From an optimization exercise on the open Yosys and OpenROAD flow, aimed at small area and a short achievable clock period; shortcuts taken in it are not production practice.
No functional check of the RTL was part of any run shown here.
No activity file was given, so power comes from the tool's default toggle rates.

<file path="flow/config.mk">
export PLATFORM = sky130hd
export DESIGN_NAME = terminal_line_assembler
export DESIGN_NICKNAME = terminal_line_assembler
export VERILOG_FILES = /design/flow/design.v
export SDC_FILE = /design/flow/constraint.sdc
export NUM_CORES = 4
export LEC_CHECK = 0
export CAP_MARGIN = 20
export CORE_MARGIN = 2
export CORE_UTILIZATION = 65
export CTS_BUF_LIST = sky130_fd_sc_hd__clkbuf_8
export CTS_CLUSTER_DIAMETER = 60
export CTS_CLUSTER_SIZE = 20
export PLACE_DENSITY = 0.75
export SETUP_SLACK_MARGIN = 3.0
export SLEW_MARGIN = 20
</file>
<file path="flow/constraint.sdc">
create_clock -name core_clock -period 5.0 [get_ports {clk}]
set_input_delay 1.0000 -clock core_clock [delete_from_list [all_inputs] [get_ports {clk}]]
set_output_delay 1.0000 -clock core_clock [all_outputs]
set_load 0.01 [all_outputs]
</file>
<file path="flow/design.v">
`default_nettype none
package tla_pkg;
    localparam int LINE_CAPACITY_DEF = 256;
    localparam int APB_ADDR_W = 3;
    localparam int APB_DATA_W = 32;
    localparam logic REG_ECHO_ENABLE = 1'b0;
    localparam logic REG_ECHO_HIDDEN = 1'b1;
    localparam logic CMD_RECEIVE = 1'b0;
    localparam logic CMD_READ    = 1'b1;
    localparam logic [1:0] KIND_ECHO = 2'd0;
    localparam logic [1:0] KIND_LINE = 2'd1;
    localparam logic [1:0] KIND_READ = 2'd2;
    localparam logic [7:0] BS_CODE    = 8'd8;
    localparam logic [7:0] DEL_CODE   = 8'd127;
    localparam logic [7:0] SPACE_CODE = 8'd32;
    localparam logic [7:0] NL_CODE    = 8'd10;
    typedef struct packed {
        logic       cmd;
        logic [7:0] data_byte;
        logic [7:0] read_index;
    } req_item_t;
    typedef struct packed {
        logic [1:0] kind;
        logic [7:0] value;
        logic [7:0] line_length;
        logic       last;
    } rsp_item_t;
    typedef struct packed {
        logic echo_enable;
        logic echo_hidden;
    } cfg_t;
endpackage
`default_nettype wire
`default_nettype none
module tla_store #(
    parameter int INC = 1
) (
    input  wire logic        clk,
    input  wire logic        rst_n,
    output      logic [7:0]  head_next,
    input  wire logic        we,
    input  wire logic [7:0]  wdata,
    output      logic [7:0]  rdata
);
    logic [255:0][7:0] ring;
    logic [7:0]        head_next_reg;
    always_ff @(posedge clk or negedge rst_n)
    begin
        if (!rst_n)
            head_next_reg <= 8'd0;
        else
            head_next_reg <= head_next_reg + 8'(INC);
    end
    always_ff @(posedge clk)
    begin
        ring[254:0] <= ring[255:1];
        ring[255]   <= we ? wdata : ring[0];
    end
    assign head_next = head_next_reg;
    assign rdata     = ring[0];
endmodule
`default_nettype wire
`default_nettype none
module tla_regs (
    input  wire logic                                clk,
    input  wire logic                                rst_n,
    input  wire logic                                psel,
    input  wire logic                                penable,
    input  wire logic                                pwrite,
    input  wire logic [tla_pkg::APB_ADDR_W-1:0]      paddr,
    input  wire logic [tla_pkg::APB_DATA_W-1:0]      pwdata,
    output      logic [tla_pkg::APB_DATA_W-1:0]      prdata,
    output      logic                                pready,
    output      tla_pkg::cfg_t                       cfg
);
    logic echo_enable_reg;
    logic echo_hidden_reg;
    logic rd_bit_reg;
    logic wr_en;
    assign wr_en  = psel && penable && pwrite;
    assign pready = 1'b1;
    always_ff @(posedge clk or negedge rst_n)
    begin
        if (!rst_n)
        begin
            echo_enable_reg <= 1'b1;
            echo_hidden_reg <= 1'b0;
        end
        else if (wr_en)
        begin
            if (paddr[2])
                echo_hidden_reg <= pwdata[0];
            else
                echo_enable_reg <= pwdata[0];
        end
    end
    always_ff @(posedge clk)
    begin
        rd_bit_reg <= paddr[2] ? echo_hidden_reg : echo_enable_reg;
    end
    assign prdata = {31'd0, rd_bit_reg};
    assign cfg.echo_enable = echo_enable_reg;
    assign cfg.echo_hidden = echo_hidden_reg;
endmodule
`default_nettype wire
`default_nettype none
module tla_ctrl (
    input  wire logic                 clk,
    input  wire logic                 rst_n,
    input  wire tla_pkg::cfg_t        cfg,
    input  wire logic                 req_valid,
    output      logic                 req_ready,
    input  wire tla_pkg::req_item_t   req,
    output      logic                 rsp_valid,
    input  wire logic                 rsp_ready,
    output      tla_pkg::rsp_item_t   rsp,
    input  wire logic [7:0]           head_next,
    output      logic                 mem_we,
    output      logic [7:0]           mem_wdata,
    input  wire logic [7:0]           mem_rdata
);
    logic               rdy_reg;         
    logic               prep_reg, mem_reg, out_reg;
    logic               wr_hit_reg, rd_hit_reg;
    logic [1:0]         step_reg;
    tla_pkg::req_item_t b_reg;
    logic               del_reg, ctl_reg;    
    logic [7:0]         pos_reg;
    logic               zero_reg, full_reg;  
    logic               rsp_valid_reg;       
    logic               rsp_busy_reg;        
    tla_pkg::rsp_item_t rsp_reg;
    logic idle, accept;
    logic req_del, req_ctl;
    logic wr_beat, rd_beat, need_mem, read_top, is_line;
    logic [7:0] addr;
    logic match_next;
    logic seek;
    logic emit, done, none;
    logic rsp_load;
    tla_pkg::rsp_item_t cur_item;
    logic [7:0] pos_next;
    assign idle   = !(prep_reg || mem_reg || out_reg);
    assign accept = rdy_reg && req_valid;
    assign req_del = (req.data_byte == tla_pkg::BS_CODE) || (req.data_byte == tla_pkg::DEL_CODE);
    assign req_ctl = (req.data_byte < tla_pkg::SPACE_CODE) && !req_del;
    assign read_top = (b_reg.read_index == 8'd255);
    assign rd_beat  = b_reg.cmd;
    assign wr_beat  = !b_reg.cmd && !del_reg;
    assign need_mem = rd_beat || wr_beat;
    assign is_line  = ctl_reg || full_reg;
    assign addr       = b_reg.cmd ? b_reg.read_index : pos_reg;
    assign match_next = (addr == head_next);
    assign seek       = prep_reg || (mem_reg && !wr_hit_reg && !rd_hit_reg);
    assign mem_we    = wr_hit_reg;
    assign mem_wdata = ctl_reg ? 8'd0 : b_reg.data_byte;
    always_comb
    begin
        cur_item = '0;
        none     = 1'b0;
        if (b_reg.cmd)
        begin
            cur_item.kind  = tla_pkg::KIND_READ;
            cur_item.value = read_top ? 8'd0 : mem_rdata;
            cur_item.last  = 1'b1;
        end
        else if (del_reg)
        begin
            none           = zero_reg || !cfg.echo_enable;
            cur_item.kind  = tla_pkg::KIND_ECHO;
            cur_item.value = (step_reg == 2'd1) ? tla_pkg::SPACE_CODE : tla_pkg::BS_CODE;
            cur_item.last  = (step_reg == 2'd2);
        end
        else if (is_line)
        begin
            if (cfg.echo_enable && (step_reg == 2'd0))
            begin
                cur_item.kind  = tla_pkg::KIND_ECHO;
                cur_item.value = tla_pkg::NL_CODE;
            end
            else
            begin
                cur_item.kind        = tla_pkg::KIND_LINE;
                cur_item.value       = ctl_reg ? b_reg.data_byte : 8'd0;
                cur_item.line_length = ctl_reg ? pos_reg : 8'd255;
                cur_item.last        = 1'b1;
            end
        end
        else
        begin
            none           = !cfg.echo_enable || cfg.echo_hidden;
            cur_item.kind  = tla_pkg::KIND_ECHO;
            cur_item.value = b_reg.data_byte;
            cur_item.last  = 1'b1;
        end
    end
    assign emit = ((mem_reg && wr_hit_reg) || out_reg) && !none && !rsp_busy_reg;
    assign done = (mem_reg && rd_hit_reg) ||
                  (((mem_reg && wr_hit_reg) || out_reg) && (none || (emit && cur_item.last)));
    assign rsp_load = emit || (mem_reg && rd_hit_reg);
    always_comb
    begin
        if (b_reg.cmd)
            pos_next = pos_reg;
        else if (del_reg)
            pos_next = zero_reg ? pos_reg : pos_reg - 8'd1;
        else if (is_line)
            pos_next = 8'd0;
        else
            pos_next = pos_reg + 8'd1;
    end
    always_ff @(posedge clk or negedge rst_n)
    begin
        if (!rst_n)
        begin
            rdy_reg       <= 1'b0;
            prep_reg      <= 1'b0;
            mem_reg       <= 1'b0;
            out_reg       <= 1'b0;
            wr_hit_reg    <= 1'b0;
            rd_hit_reg    <= 1'b0;
            pos_reg       <= 8'd0;
            rsp_valid_reg <= 1'b0;
            rsp_busy_reg  <= 1'b0;
        end
        else
        begin
            rdy_reg    <= (idle && !accept) || done;
            prep_reg   <= accept;
            mem_reg    <= (prep_reg && need_mem) || (mem_reg && !wr_hit_reg && !rd_hit_reg);
            out_reg    <= (prep_reg && !need_mem) || (mem_reg && wr_hit_reg && !done) || (out_reg && !done);
            wr_hit_reg <= seek && wr_beat && match_next;
            rd_hit_reg <= seek && rd_beat && !rsp_busy_reg && (read_top || match_next);
            if (done)
                pos_reg <= pos_next;
            rsp_valid_reg <= rsp_load || (rsp_valid_reg && !rsp_ready);
            rsp_busy_reg  <= rsp_load || (rsp_busy_reg && !rsp_ready);
        end
    end
    always_ff @(posedge clk)
    begin
        if (idle)
        begin
            b_reg   <= req;
            del_reg <= req_del;
            ctl_reg <= req_ctl;
        end
        zero_reg <= (pos_reg == 8'd0);
        full_reg <= (pos_reg == 8'd254);
        if (accept)
            step_reg <= 2'd0;
        else if (emit)
            step_reg <= step_reg + 2'd1;
        if (!rsp_busy_reg)
            rsp_reg <= cur_item;
    end
    assign req_ready = rdy_reg;
    assign rsp_valid = rsp_valid_reg;
    assign rsp       = rsp_reg;
endmodule
`default_nettype wire
`default_nettype none
module terminal_line_assembler #(
    parameter int LINE_CAPACITY = tla_pkg::LINE_CAPACITY_DEF
) (
    input  wire logic                            clk,
    input  wire logic                            rst_n,
    input  wire logic                            req_valid,
    output      logic                            req_ready,
    input  wire logic [16:0]                     req,
    output      logic                            rsp_valid,
    input  wire logic                            rsp_ready,
    output      logic [18:0]                     rsp,
    input  wire logic                            psel,
    input  wire logic                            penable,
    input  wire logic                            pwrite,
    input  wire logic [tla_pkg::APB_ADDR_W-1:0]  paddr,
    input  wire logic [tla_pkg::APB_DATA_W-1:0]  pwdata,
    output      logic [tla_pkg::APB_DATA_W-1:0]  prdata,
    output      logic                            pready
);
    localparam int INC = 171;
    tla_pkg::cfg_t cfg;
    logic [7:0]    head_next;
    logic          mem_we;
    logic [7:0]    mem_wdata;
    logic [7:0]    mem_rdata;
    tla_regs u_regs (
        .clk     (clk),
        .rst_n   (rst_n),
        .psel    (psel),
        .penable (penable),
        .pwrite  (pwrite),
        .paddr   (paddr),
        .pwdata  (pwdata),
        .prdata  (prdata),
        .pready  (pready),
        .cfg     (cfg)
    );
    tla_ctrl u_ctrl (
        .clk       (clk),
        .rst_n     (rst_n),
        .cfg       (cfg),
        .req_valid (req_valid),
        .req_ready (req_ready),
        .req       (req),
        .rsp_valid (rsp_valid),
        .rsp_ready (rsp_ready),
        .rsp       (rsp),
        .head_next (head_next),
        .mem_we    (mem_we),
        .mem_wdata (mem_wdata),
        .mem_rdata (mem_rdata)
    );
    tla_store #(
        .INC (INC)
    ) u_store (
        .clk   (clk),
        .rst_n (rst_n),
        .head_next (head_next),
        .we    (mem_we),
        .wdata (mem_wdata),
        .rdata (mem_rdata)
    );
endmodule
`default_nettype wire
</file>
<file path="flow/run.sh">
#!/bin/bash
# synth_recipe.tcl (not shown) runs the flow's synth.tcl, then flattens the netlist and writes it again
# the make line also repeats each setting of config.mk as NAME=value (left out here)
make -C /OpenROAD-flow-scripts/flow DESIGN_CONFIG=/design/flow/config.mk WORK_HOME=/design/flow/orfs CLKGATE_MAP_FILE= SYNTH_SCRIPT=/design/flow/synth_recipe.tcl finish
</file>
==> results of run 1 <==
cell usage after synthesis (3+ instances only):
cell type	instances	area (um^2)
nor4_1	4	25.0
o21a_1	4	30.0
ha_1	8	100
o21ai_0	10	50.1
xnor2_1	15	131
nor3_1	6	30.0
mux2i_1	11	110
o211ai_1	3	22.5
dfxtp_1	2053	41100
inv_1	28	105
mux2_2	4	45.0
clkbuf_1	9	33.8
nand4_1	6	37.5
nand2b_1	3	18.8
a22o_1	6	52.6
nand3_1	4	20.0
nor3b_1	3	22.5
nor2_1	13	48.8
dfrtp_1	25	626
nand2_1	24	90.1
buf_4	33	248
and3_1	3	18.8
edfxtp_1	38	1140
a2111oi_0	3	26.3
a21oi_1	14	70.1
nor2b_1	6	37.5
a31oi_1	4	25.0
worst register-to-register path, stage by stage, from the launching register on:
cell,delay [ns]
edfxtp_1,0.50
or3_4,0.43
o32ai_4,0.33
a221oi_4,0.09
buf_6,0.15
nor2b_4,0.23
mux2_4,0.32
power breakdown:
| group | switching [mW] | total (mW) | internal (mW) |
|---|---|---|---|
| registers | 0.165 | 17.3 | 17.1 |
| clock network | 4.57 | 6.85 | 2.28 |
| logic | 0.479 | 0.863 | 0.383 |
| total | 5.21 | 25.0 | 19.8 |
final timing paths:
path | slack [ns] | cells past startpoint | from | endpoint
worst max-delay path | 2.71 | 1 | u_ctrl.rdy_reg$_DFF_PN0_ | req_ready
worst min-delay path | 0.32 | 0 | u_store.ring[337]$_DFF_P_ | u_store.ring[329]$_DFF_P_
worst max register to register | 2.83 | 6 | u_ctrl.del_reg$_DFFE_PN_ | u_ctrl.pos_reg[3]$_DFFE_PN0P_
worst min register to register | 0.32 | 0 | u_store.ring[337]$_DFF_P_ | u_store.ring[329]$_DFF_P_
max in group asynchronous | 4.02 | 2 | rst_n | u_regs.echo_enable_reg$_DFFE_PN1P_
min in group asynchronous | 0.66 | 2 | rst_n | u_store.head_next_reg[7]$_DFF_PN0_
layer usage:
metal	vias up	track usage
li1	7668	-
met1	7175	0.227
met2	217	0.220
met3	85	0.0303
met4	0	0.0550
met5	-	0
metrics by stage:
stage | instances | setup WS (ns)
after CTS | 3453 | 2.62
after global placement | 3296 | 2.11
final | 3461 | 2.71
after global routing | 3460 | 2.63
after floorplan | 2411 | 2.79
after detailed placement | 3296 | 2.18
timing repair:
action / 4_1_cts / 5_1_grt
endpoints found under the setup margin: 44 / 36
resized for setup: 111 / 22
pin swaps: 9 / 11
cloned: 1 / 0
setup buffers: 18 / 6
layout make-up:
cell class / instances / area (um^2) / share of cell area
Clock inverter: 14 / 140 / 0.00291
Timing Repair Buffer: 74 / 631 / 0.0131
Sequential cell: 2117 / 42900 / 0.890
Clock buffer: 124 / 1710 / 0.0354
Multi-Input combinational cell: 220 / 1610 / 0.0334
Tap cell: 882 / 1100 / 0.0229
Inverter: 28 / 105 / 0.00218
Antenna cell: 2 / 5.00 / 0.000104
cell families after synthesis:
logic type	Yosys count	share of synthesized area
other	2	0.000168
XOR/XNOR	15	0.00294
adder cells (fa/ha/maj)	8	0.00224
AND/OR/NAND/NOR	85	0.00995
flip-flops	2117	0.960
multiplexers	16	0.00381
buffers and inverters	74	0.00936
AO/OA/AOI/OAI	64	0.0111
==> qor.yml, run 1 <==
die_w_um: 266
grt_overflow: 0
nets: 2627
clkSinkCount: 2117
io_buffers: 47
fin_skew_ns: 0.0239
cp-end-kind: "output port"
row_count: 96
ys.flop_type: "dfxtp_1"
ctsHtreeMaxLevel: 3
powerDensity_nw_per_um2: 519
largest_reg_flops: 2048
antenna_found_initial: 3
yosysUniqueCellTypes: 58
drc: 0
hold_class: "flop to flop"
tightest_slew_ns: 0.712
cts-root-buf: "clkbuf_8"
viasPerCell: 4.38
cp_num_buf_inv: 1
drt_iter0_markers: 764
slowest_stage: "dfrtp_1"
critPathKind: "flop to output port"
slew_headroom: 0.525
grt_max_degree: 27
fill_cells: 3999
cts_buffer_depth: 3
ys_seq_elements: 2117
max_stage_delay_ns: 0.42
tritoncts: "built"
numCtsBuffers: 119
worstPathMaxFanout: 2
syn-cell-area_um2: 44700
post_drt_wl_per_cell_um: 14.9
ir_worst_vdd_mv: 0.262
leakagePower_nw: 19.3
first_global_vias: 16035
vias: 15145
die_y_um: 266
wl_met3_mm: 2.06
finalWirelength_mm: 51.6
fin_area_um2: 48200
min_period_ns: 2.29
drv_cap: 0
utilization: 0.705
area_growth_pct: 7.91
hold_violations: 0
crit_path_start_kind: "flop"
place_congestion: 0.724
arrival_ns: 1.29
cts_hold_buf: 0
top_layer: "met4"
max_clock_freq_mhz: 436
clk-insertion-delay-late_ns: 0.73
setup_viol_count_final: 0
synth_area_per_cell_um2: 18.8
crit_chain: "buf_2"
power_mw: 25.0
ys_seq_area_frac: 0.960
dp_hpwl_mm: 25.4
path_delay_family: "flip-flops"
start_util: 0.653
setup-tns-final_ns: 0
final_cell_mix: "2053 x dfxtp_1, 124 x clkbuf_8, 38 x edfxtp_1"
wl_met2_mm: 22.0
fin_hold_ws_ns: 0.319
async_reset_ff_frac: 0.0123
cts.clk_slew.worst_paths_ns: 0.12
synth_edf_count: 38
core_area_um2: 68300
drive_gt1_frac: 0.0858
gr-usage-all-layers: 0.151
outcome: "timing/DRC/antenna clean"
slew_viol_final: 0
crit_required_ns: 4.00
yosys_warnings: 3
die-area_um2: 70800
ios: 113
rsz0062_at_grt: "yes"
drt-met1-wl_mm: 26.6
place_area_um2: 46100
dr.pass1.iters: 6
period_share: 0.459
layout_commonest_cell: "dfxtp_1"
grt_pass1_wl_mm: 85.7
final_antenna_net_count: 0
synthCells: 2381
==> run 2, diff against run 1 <==
--- a/flow/config.mk
+++ b/flow/config.mk
@@ -14,3 +14,2 @@
 export PLACE_DENSITY = 0.75
-export SETUP_SLACK_MARGIN = 3.0
 export SLEW_MARGIN = 20
==> run 2 against run 1 <==
- still clean
- non-clock buffer count fell by 25
- core utilization fell by 0.46 points
- first-iteration DRC count fell by 4.6%
- synthesized cell count did not move
- hold slack got worse by 0.0061 ns
- sequential power barely moved
- critical path type unchanged
==> qor.yml, run 2 <==
core_area_um2: 68300
tightest_slew_ns: 0.722
drc: 0
yosysUniqueCellTypes: 58
grt_overflow: 0
io_buffers: 47
ctsHtreeMaxLevel: 3
slew_headroom: 0.519
grt_pass1_wl_mm: 81.5
drt_iter0_markers: 729
die_w_um: 266
place_inst: 3296
hold_class: "flop to flop"
cp_num_buf_inv: 1
cts_hold_buf: 0
powerDensity_nw_per_um2: 518
crit_path_start_kind: "flop"
ios: 113
final_antenna_net_count: 0
cts-root-buf: "clkbuf_8"
place_congestion: 0.736
tritoncts: "built"
min_period_ns: 2.71
final_cell_mix: "2053 x dfxtp_1, 121 x clkbuf_8, 47 x clkdlybuf4s50_1"
cts.clk_slew.worst_paths_ns: 0.11
synthCells: 2381
dp_hpwl_mm: 25.4
nets: 2601
critPathKind: "flop to output port"
yosysTopAreaCell: "dfxtp_1"
clk-insertion-delay-late_ns: 0.74
cp-end-kind: "output port"
p_sw_mw: 5.11
first_global_vias: 15728
fin_skew_ns: 0.0187
rsz0062_at_grt: "no"
async_reset_ff_frac: 0.0123
finalWirelength_mm: 50.9
cts_resized: 0
period_share: 0.541
setup_viol_count_final: 0
die_y_um: 266
crit_required_ns: 4.00
post_drt_wl_per_cell_um: 14.8
area_growth_pct: 7.20
worstPathMaxFanout: 2
synth_most_common_cell: "dfxtp_1"
antenna_found_initial: 1
viasPerCell: 4.37
syn-cell-area_um2: 44700
clock_power_share: 0.274
synth_area_leaders: "dfxtp_1 92%, edfxtp_1 2.6%, dfrtp_1 1.4%, buf_4 0.55%, xnor2_1 0.29%"
cts_buffer_depth: 3
slew_viol_final: 0
outcome: "timing/DRC/antenna clean"
arrival_ns: 1.71
ys_seq_elements: 2117
leakagePower_nw: 19.1
ys.flop_type: "dfxtp_1"
ys_seq_area_frac: 0.960
swShare: 0.206
max_clock_freq_mhz: 370
start_util: 0.653
gr-usage-all-layers: 0.142
numCtsBuffers: 118
final_cell_count_no_fill: 3436
hold_violations: 0
comb_power_share: 0.029
layout_commonest_cell: "dfxtp_1"
path_delay_family: "buffers and inverters"
drv_cap: 0
largest_reg_flops: 2048
setup-tns-final_ns: 0
intPower_mw: 19.7
vias: 15024
dr.pass1.iters: 4
grt_max_degree: 27
die-area_um2: 70800
drive_gt1_frac: 0.0595
seq_power_share: 0.697
yosysTopAreaCellShare: 0.920
max_stage_delay_ns: 0.56
clkSinkCount: 2117
synth_edf_count: 38
synth_area_per_cell_um2: 18.8
crit_chain: "clkdlybuf4s50_1"
row_count: 96
slowest_stage: "clkdlybuf4s50_1"
ir_worst_vdd_mv: 0.271
postCtsSetupBuffers: 0
yosys-top-cells-count: "2053 x dfxtp_1, 38 x edfxtp_1, 33 x buf_4, 28 x inv_1, 25 x dfrtp_1"
yosys_warnings: 3
[run 2: cell counts after synthesis]
Identical to the previous run, type by type.
[run 2: cell families (layout without fill, tap and decap cells)]
kind of cell,after synthesis,after routing,share of synthesized area
AO/OA/AOI/OAI,64,64,0.0111
AND/OR/NAND/NOR,85,85,0.00995
multiplexers,16,16,0.00381
buffers and inverters,74,216,0.00936
adder cells (fa/ha/maj),8,8,0.00224
other,2,33,0.000168
flip-flops,2117,2117,0.960
XOR/XNOR,15,15,0.00294
[run 2: metal layers]
| metal | wire length (um) | part of all wire | global-route usage | vias to the layer above |
|---|---|---|---|---|
| met5 | 0 | 0 | 0 | - |
| met2 | 21700 | 0.43 | 0.203 | 233 |
| met1 | 26000 | 0.51 | 0.217 | 7088 |
| met3 | 2090 | 0.041 | 0.0291 | 89 |
| li1 | - | - | - | 7614 |
| met4 | 1120 | 0.022 | 0.0533 | 0 |
[run 2: cell type report]
type                            instances  area (um^2)
Timing Repair Buffer                   49          485
Clock inverter                         18          155
Antenna cell                            1         2.50
Clock buffer                          121         1670
Fill cell                            4028        20500
Sequential cell                      2117        42900
Inverter                               28          105
Multi-Input combinational cell        220         1470
Tap cell                              882         1100
[run 2: per-stage QoR]
step,hold slack [ns],power (mW),utilization,setup slack [ns],instance area (um^2)
after global routing,0.312,25.7,0.701,2.20,47900
after global placement,0.310,18.4,0.674,2.10,46100
after floorplan,0.310,18.1,-,2.79,44800
after detailed placement,0.312,18.4,0.674,2.11,46100
after CTS,0.312,25.0,0.700,2.22,47900
final,0.313,24.8,0.701,2.29,47900
[run 2: worst paths after layout]
kind                       slack [ns]                            endpoint                  startpoint  cells past startpoint
hold / removal                   0.31           u_store.ring[993]$_DFF_P_  u_store.ring[1001]$_DFF_P_                      0
min in group asynchronous        0.63  u_store.head_next_reg[1]$_DFF_PN0_                       rst_n                      2
setup / recovery                 2.29                           req_ready    u_ctrl.rdy_reg$_DFF_PN0_                      1
setup reg to reg                 2.38       u_ctrl.pos_reg[3]$_DFFE_PN0P_    u_ctrl.del_reg$_DFFE_PN_                      5
max in group asynchronous        4.06  u_regs.echo_enable_reg$_DFFE_PN1P_                       rst_n                      2
hold reg to reg                  0.31           u_store.ring[993]$_DFF_P_  u_store.ring[1001]$_DFF_P_                      0
[run 2: power groups by stage]
stage | combinational [mW] | clock (mW) | sequential [mW]
6_report | 0.731 | 6.80 | 17.3
5_1_grt | 0.812 | 7.57 | 17.3
4_1_cts | 0.736 | 6.97 | 17.3
3_5_place_dp | 0.732 | 0 | 17.7
3_3_place_gp | 0.726 | 0 | 17.7
2_1_floorplan | 0.471 | 0 | 17.6
==> run 3, diff against run 2 <==
--- a/flow/config.mk
+++ b/flow/config.mk
@@ -14,2 +14,3 @@
 export PLACE_DENSITY = 0.75
+export SETUP_SLACK_MARGIN = 2.5
 export SLEW_MARGIN = 20
==> run 3 against run 2 <==
- non-clock buffer count is 9 higher
- via count up 0.27%
- synthesized area unchanged
- maximum frequency rose by 12%
- clock power barely moved
- die area unchanged
- hold slack improved by 0.00095 ns
- flip-flop and latch count unchanged
- critical endpoint unchanged
- largest power group unchanged
==> qor.yml, run 3 <==
grt_overflow: 0
async_reset_ff_frac: 0.0123
grt_max_degree: 27
cts-root-buf: "clkbuf_8"
fin_skew_ns: 0.0179
drc: 0
clkSinkCount: 2117
ys_seq_elements: 2117
period_share: 0.483
cp-end-kind: "output port"
powerDensity_nw_per_um2: 517
die_y_um: 266
outcome: "timing/DRC/antenna clean"
syn-cell-area_um2: 44700
start_util: 0.653
hold_violations: 0
place_congestion: 0.736
drv_cap: 0
yosysTopAreaCellShare: 0.920
io_buffers: 47
cts.clk_slew.worst_paths_ns: 0.11
ys.flop_type: "dfxtp_1"
final_cell_mix: "2053 x dfxtp_1, 121 x clkbuf_8, 38 x edfxtp_1"
synthCells: 2381
utilization: 0.701
yosysTopAreaCell: "dfxtp_1"
critPathKind: "flop to output port"
post_drt_wl_per_cell_um: 14.8
finalWirelength_mm: 51.0
yosys-top-cells-count: "2053 x dfxtp_1, 38 x edfxtp_1, 33 x buf_4, 28 x inv_1, 25 x dfrtp_1"
synth_top_family_by_area: "compound AO/OA/AOI/OAI gates"
clk-insertion-delay-late_ns: 0.74
largest_reg_flops: 2048
synth-simple-area-share: 0.00995
ys_seq_area_frac: 0.960
crit_chain: "clkdlybuf4s15_1"
crit_required_ns: 4.00
path_delay_family: "flip-flops"
ios: 113
tritoncts: "built"
first_global_vias: 15745
core_area_um2: 68300
arrival_ns: 1.42
nets: 2610
layout_commonest_cell: "dfxtp_1"
synth_area_leaders: "dfxtp_1 92%, edfxtp_1 2.6%, dfrtp_1 1.4%, buf_4 0.55%, xnor2_1 0.29%"
row_count: 96
drive_gt1_frac: 0.0628
cts_hold_buf: 0
slew_headroom: 0.514
final_cell_count_no_fill: 3445
place_area_um2: 46100
ir_worst_vdd_mv: 0.271
cp_num_buf_inv: 1
fin_area_um2: 47900
setup-tns-final_ns: 0
synthMuxAreaShare: 0.00381
rsz0062_at_grt: "no"
synth-xor-area-share: 0.00294
hold_class: "flop to flop"
crit_path_start_kind: "flop"
slowest_stage: "dfrtp_1"
synth_edf_count: 38
max_clock_freq_mhz: 414
slew_viol_final: 0
area_growth_pct: 7.31
leakagePower_nw: 19.2
ctsHtreeMaxLevel: 3
grt_pass1_wl_mm: 81.6
fill_cells: 4034
worstPathMaxFanout: 2
max_stage_delay_ns: 0.43
numCtsBuffers: 118
place_inst: 3296
vias: 15065
dr.pass1.iters: 4
drt_iter0_markers: 700
die-area_um2: 70800
synth_most_common_cell: "dfxtp_1"
synth_area_per_cell_um2: 18.8
viasPerCell: 4.37
synth_compound_area_frac: 0.0111
tightest_slew_ns: 0.729
yosys_warnings: 3
fin_hold_ws_ns: 0.314
yosysUniqueCellTypes: 58
synthAdderAreaFrac: 0.00224
antenna_found_initial: 1
gr-usage-all-layers: 0.143
die_w_um: 266
setup_viol_count_final: 0
final_antenna_net_count: 0
cts_buffer_depth: 3
dp_hpwl_mm: 25.4
min_period_ns: 2.42
==> run 3: cell counts after synthesis <==
No cell type changed its count.
==> run 3: metrics by stage <==
stage | setup WS (ns) | total power [mW]
finish | 2.58 | 24.8
global route | 2.50 | 25.7
CTS | 2.46 | 25.0
detailed placement | 2.11 | 18.4
global placement | 2.10 | 18.4
floorplan | 2.79 | 18.1
==> run 3: where the power goes <==
group	switching, mW	internal, mW
registers	0.150	17.1
logic	0.400	0.320
clock network	4.57	2.23
==> run 3: cell type report <==
cell class                 count  area [um^2]  share of cell area
timing repair buffer          58          531              0.0111
sequential                  2117        42900               0.895
tap                          882         1100              0.0230
clock inverter                18          155             0.00324
antenna                        1         2.50           0.0000522
clock buffer                 121         1670              0.0347
inverter                      28          105             0.00219
multi-input combinational    220         1470              0.0307
==> run 3: layer usage <==
layer	track usage	part of all wire	up-vias
li1	-	-	7629
met1	0.217	0.51	7108
met2	0.204	0.43	239
met3	0.0291	0.040	89
met4	0.0533	0.022	0
met5	0	0	-
==> run 3: final timing paths <==
kind / slack (ns) / cells after the start / endpoint / start
max: 2.58 / 1 / req_ready / u_ctrl.rdy_reg$_DFF_PN0_
min: 0.31 / 0 / u_store.ring[993]$_DFF_P_ / u_store.ring[1001]$_DFF_P_
max reg2reg: 2.66 / 5 / u_ctrl.pos_reg[3]$_DFFE_PN0P_ / u_ctrl.ctl_reg$_DFFE_PN_
min reg2reg: 0.31 / 0 / u_store.ring[993]$_DFF_P_ / u_store.ring[1001]$_DFF_P_
max in group asynchronous: 4.06 / 2 / u_regs.echo_enable_reg$_DFFE_PN1P_ / rst_n
min in group asynchronous: 0.63 / 2 / u_store.head_next_reg[1]$_DFF_PN0_ / rst_n
==> run 3: timing repair <==
item,4_1_cts,5_1_grt
buffers inserted,5,4
endpoints found under the setup margin,27,6
endpoints found under the hold margin,0,0
resized for setup,26,1
==> run 3: cell families after synthesis <==
family                     after synthesis
DFF                                   2117
and+or+nand+nor                         85
buffers and inverters                   74
AOI/OAI and AO/OA                       64
muxes                                   16
xor gates and xnor gates                15
adders and majority gates                8
other                                    2
==> run 4, diff against run 3 <==
--- a/flow/config.mk
+++ b/flow/config.mk
@@ -14,3 +14,3 @@
 export PLACE_DENSITY = 0.75
-export SETUP_SLACK_MARGIN = 2.5
+export SETUP_SLACK_MARGIN = 3.3
 export SLEW_MARGIN = 20
==> run 4 against run 3 <==
- still clean on timing, DRC and antenna
- power up 1.0%
- maximum frequency rose by 6.2%
- flip-flop and latch count is the same
- routed wire length up 1.5%
- setup slack gained 0.14 ns
- clock power hardly changed
- via count is 0.40% higher
- register-to-register slack gained 0.23 ns
- final cell count is 0.75% higher
- synthesized area stayed put
==> qor.yml, run 4 <==
final_antenna_net_count: 0
vias: 15125
tightest_slew_ns: 0.689
fin_skew_ns: 0.0308
max_stage_delay_ns: 0.39
power_mw: 25.1
ys_seq_area_frac: 0.960
worstPathMaxFanout: 1
grt_pass1_wl_mm: 85.1
syn-cell-area_um2: 44700
gr-usage-all-layers: 0.150
path_delay_family: "flip-flops"
drv_cap: 0
min_period_ns: 2.28
max_clock_freq_mhz: 439
grt_overflow: 0
yosysTopAreaCellShare: 0.920
cp_num_cells: 1
ios: 113
setup_viol_count_final: 0
viasPerCell: 4.36
yosysTopAreaCell: "dfxtp_1"
place_inst: 3296
fin_hold_ws_ns: 0.314
numCtsBuffers: 118
drive_gt1_frac: 0.0971
cp-end-kind: "output port"
hold_class: "flop to flop"
hold_violations: 0
yosys-top-cells-count: "2053 x dfxtp_1, 38 x edfxtp_1, 33 x buf_4, 28 x inv_1, 25 x dfrtp_1"
dp_hpwl_mm: 26.8
slowest_stage: "edfxtp_1"
leakagePower_nw: 19.4
die_w_um: 266
ir_worst_vdd_mv: 0.266
die-area_um2: 70800
dr.pass1.iters: 5
slew_headroom: 0.540
utilization: 0.708
cts.clk_slew.worst_paths_ns: 0.12
outcome: "timing/DRC/antenna clean"
async_reset_ff_frac: 0.0123
finalWirelength_mm: 51.7
place_congestion: 0.741
r2r_start: "u_ctrl.b_reg[16]$_DFFE_PN_"
clk-insertion-delay-late_ns: 0.74
final_cell_count_no_fill: 3471
start_util: 0.653
min_path_cells: 0
cp_num_buf_inv: 1
synth_area_leaders: "dfxtp_1 92%, edfxtp_1 2.6%, dfrtp_1 1.4%, buf_4 0.55%, xnor2_1 0.29%"
ctsHtreeMaxLevel: 3
arrival_ns: 1.28
grt_max_degree: 27
startpoint: "u_ctrl.rsp_reg[0]$_DFFE_PN_"
synth_edf_count: 38
die_y_um: 266
ys.flop_type: "dfxtp_1"
tritoncts: "built"
antenna_found_initial: 2
yosys_warnings: 3
yosysUniqueCellTypes: 58
cts_buffer_depth: 3
nets: 2635
rsz0062_at_grt: "yes"
drt_iter0_markers: 796
first_global_vias: 16058
crit_chain: "buf_2"
slew_viol_final: 0
fill_cells: 4002
drc: 0
post_drt_wl_per_cell_um: 14.9
final_cell_mix: "2052 x dfxtp_1, 121 x clkbuf_8, 38 x edfxtp_1"
hold_start: "u_store.ring[1083]$_DFF_P_"
row_count: 96
powerDensity_nw_per_um2: 518
rr_worst_depth: 7
cts-root-buf: "clkbuf_8"
synth_area_per_cell_um2: 18.8
period_share: 0.455
io_buffers: 47
layout_commonest_cell: "dfxtp_1"
core_area_um2: 68300
synthCells: 2381
critPathKind: "flop to output port"
crit_required_ns: 4.00
area_growth_pct: 8.28
clkSinkCount: 2117
largest_reg_flops: 2048
setup-tns-final_ns: 0
synth_most_common_cell: "dfxtp_1"
ys_seq_elements: 2117
crit_path_start_kind: "flop"
cts_hold_buf: 0
-- run 4: cell counts after synthesis --
No cell type changed its count.
-- run 4: logic make-up (layout without fill, tap and decap cells) --
| kind of cell | Yosys count | in the layout | synth area share |
|---|---|---|---|
| AND/OR/NAND/NOR | 85 | 85 | 0.00995 |
| other | 2 | 35 | 0.000168 |
| adder cells (fa/ha/maj) | 8 | 8 | 0.00224 |
| flip-flops | 2117 | 2117 | 0.960 |
| buffers and inverters | 74 | 249 | 0.00936 |
| AO/OA/AOI/OAI | 64 | 64 | 0.0111 |
| multiplexers | 16 | 16 | 0.00381 |
| XOR/XNOR | 15 | 15 | 0.00294 |
-- run 4: report_power, final --
group / switching [mW] / total, mW / internal [mW]
Sequential: 0.154 / 17.3 / 17.1
Combinational: 0.510 / 0.944 / 0.435
Clock: 4.54 / 6.83 / 2.29
Total: 5.21 / 25.1 / 19.8
-- run 4: repair_timing --
| action | 4_1_cts | 5_1_grt |
|---|---|---|
| gates cloned | 0 | 0 |
| pin swaps | 6 | 12 |
| resized for setup | 123 | 49 |
| endpoints found under the setup margin | 67 | 56 |
| setup buffers | 19 | 15 |
-- run 4: per-layer routing --
metal  share of wire  GRT usage
met4           0.020     0.0534
met2            0.43      0.224
met1            0.51      0.221
met3           0.038     0.0297
met5               0          0
-- run 4: final cells by class --
cell class	count	area, um^2	share of cell area
Tap cell	882	1100	0.0228
Timing Repair Buffer	83	678	0.0140
Sequential cell	2117	42900	0.887
Antenna cell	3	7.51	0.000155
Clock buffer	121	1670	0.0344
Multi-Input combinational cell	220	1730	0.0359
Inverter	28	105	0.00217
Clock inverter	17	171	0.00354
-- run 4: metrics by stage --
stage	cell area (um^2)	setup WS (ns)
finish	48400	2.72
global route	48400	2.63
CTS	48100	2.64
detailed placement	46100	2.19
global placement	46100	2.17
floorplan	44800	2.79
-- run 4: path summary, 6_finish.rpt --
check                                                          end  slack, ns
max in group asynchronous       u_regs.echo_enable_reg$_DFFE_PN1P_       4.06
min in group asynchronous            u_ctrl.pos_reg[4]$_DFFE_PN0P_       0.64
worst min register to register          u_store.ring[1075]$_DFF_P_       0.31
worst max-delay path                                        rsp[0]       2.72
worst min-delay path                    u_store.ring[1075]$_DFF_P_       0.31
worst max register to register       u_ctrl.pos_reg[6]$_DFFE_PN0P_       2.89
==> run 5, diff against run 4 <==
--- a/flow/config.mk
+++ b/flow/config.mk
@@ -9,3 +9,3 @@
 export CORE_MARGIN = 2
-export CORE_UTILIZATION = 65
+export CORE_UTILIZATION = 80
 export CTS_BUF_LIST = sky130_fd_sc_hd__clkbuf_8
@@ -13,4 +13,4 @@
 export CTS_CLUSTER_SIZE = 20
-export PLACE_DENSITY = 0.75
-export SETUP_SLACK_MARGIN = 3.3
+export PLACE_DENSITY = 0.88
+export SETUP_SLACK_MARGIN = 3.0
 export SLEW_MARGIN = 20
==> run 5 against run 4 <==
- the run now fails in detailed placement
- synthesized cell count is the same
- synthesized area did not move
==> qor.yml, run 5 <==
yosys_warnings: 3
yosysTopAreaCell: "dfxtp_1"
synth_area_per_cell_um2: 18.8
ys_seq_area_frac: 0.960
die_w_um: 240
async_reset_ff_frac: 0.0123
row_count: 86
io_buffers: 47
place_congestion: 0.760
yosys-top-cells-count: "2053 x dfxtp_1, 38 x edfxtp_1, 33 x buf_4, 28 x inv_1, 25 x dfrtp_1"
synth_edf_count: 38
ys.flop_type: "dfxtp_1"
start_util: 0.811
yosysTopAreaCellShare: 0.920
failing_step: "detailed placement"
ios: 113
dp_hpwl_mm: 43.6
synth_area_leaders: "dfxtp_1 92%, edfxtp_1 2.6%, dfrtp_1 1.4%, buf_4 0.55%, xnor2_1 0.29%"
yosysUniqueCellTypes: 58
synthCells: 2381
outcome: "stopped before the end"
synth_most_common_cell: "dfxtp_1"
ys_seq_elements: 2117
firstError: "[ERROR DPL-0033] detailed placement checks failed during check placement."
syn-cell-area_um2: 44700
die_y_um: 240
## run 5: cell counts after synthesis
No cell type changed its count.
## run 5: how the worst max path moves through the flow
stage                                   endpoint  slack, ns  depth (start not counted)
after global placement  u_ctrl.ctl_reg$_DFFE_PN_       2.16                          6
after floorplan         u_ctrl.ctl_reg$_DFFE_PN_       2.79                          5
## run 5: cells by family after synthesis
| logic type | count (synthesis) | synth area share |
|---|---|---|
| flops | 2117 | 0.960 |
| simple gates | 85 | 0.00995 |
| buf+inv | 74 | 0.00936 |
| compound gates | 64 | 0.0111 |
| mux | 16 | 0.00381 |
| xor+xnor | 15 | 0.00294 |
| fa+ha+maj | 8 | 0.00224 |
| other cells | 2 | 0.000168 |
## run 5: power by group through the flow
stage	clock [mW]	sequential [mW]	combinational (mW)
after floorplan	0	17.6	0.472
after global placement	0	17.7	0.735
## run 5: per-stage QoR
stage             hold WS [ns]  cell area [um^2]  power, mW
global placement         0.311             45900       18.4
floorplan                0.310             44800       18.1

[re-timing with driven ports]
The results above use ideal ports. As a check the final layouts listed here were re-extracted and re-timed, cells and wires unchanged. Step 1 sets driving cells, clkbuf_16 on the clock port and buf_2 on the other inputs (assumed; they add their load-dependent delay and slew). Step 2 times the ports against the registers' clock, not the clock port: input delays grow and output delays shrink by t, the midpoint of the rising clock arrivals with the driver on. Three values: no drivers, after step 1, after step 2; two values: the first two.
| run | shift t [ns] | setup slack, ns | hold slack, ns | worst data-port slew with drivers (ns) | cell pins on the clock port's net |
|---|---|---|---|---|---|
| run 1 | 0.778 | 2.706 / 2.654 / 2.278 | 0.319 / 0.319 / 0.319 | 0.05 | 1 |
| run 2 | 0.794 | 2.295 / 2.237 / 2.102 | 0.313 / 0.313 / 0.313 | 0.05 | 1 |
| run 3 | 0.794 | 2.583 / 2.525 / 2.118 | 0.314 / 0.314 / 0.314 | 0.05 | 1 |
| run 4 | 0.786 | 2.723 / 2.665 / 2.455 | 0.314 / 0.314 / 0.314 | 0.12 | 1 |
After both steps every run listed still meets setup and hold. For run 3, which loses most, drivers alone change the setup slack by -0.058 ns; drivers and shift together by -0.465 ns.
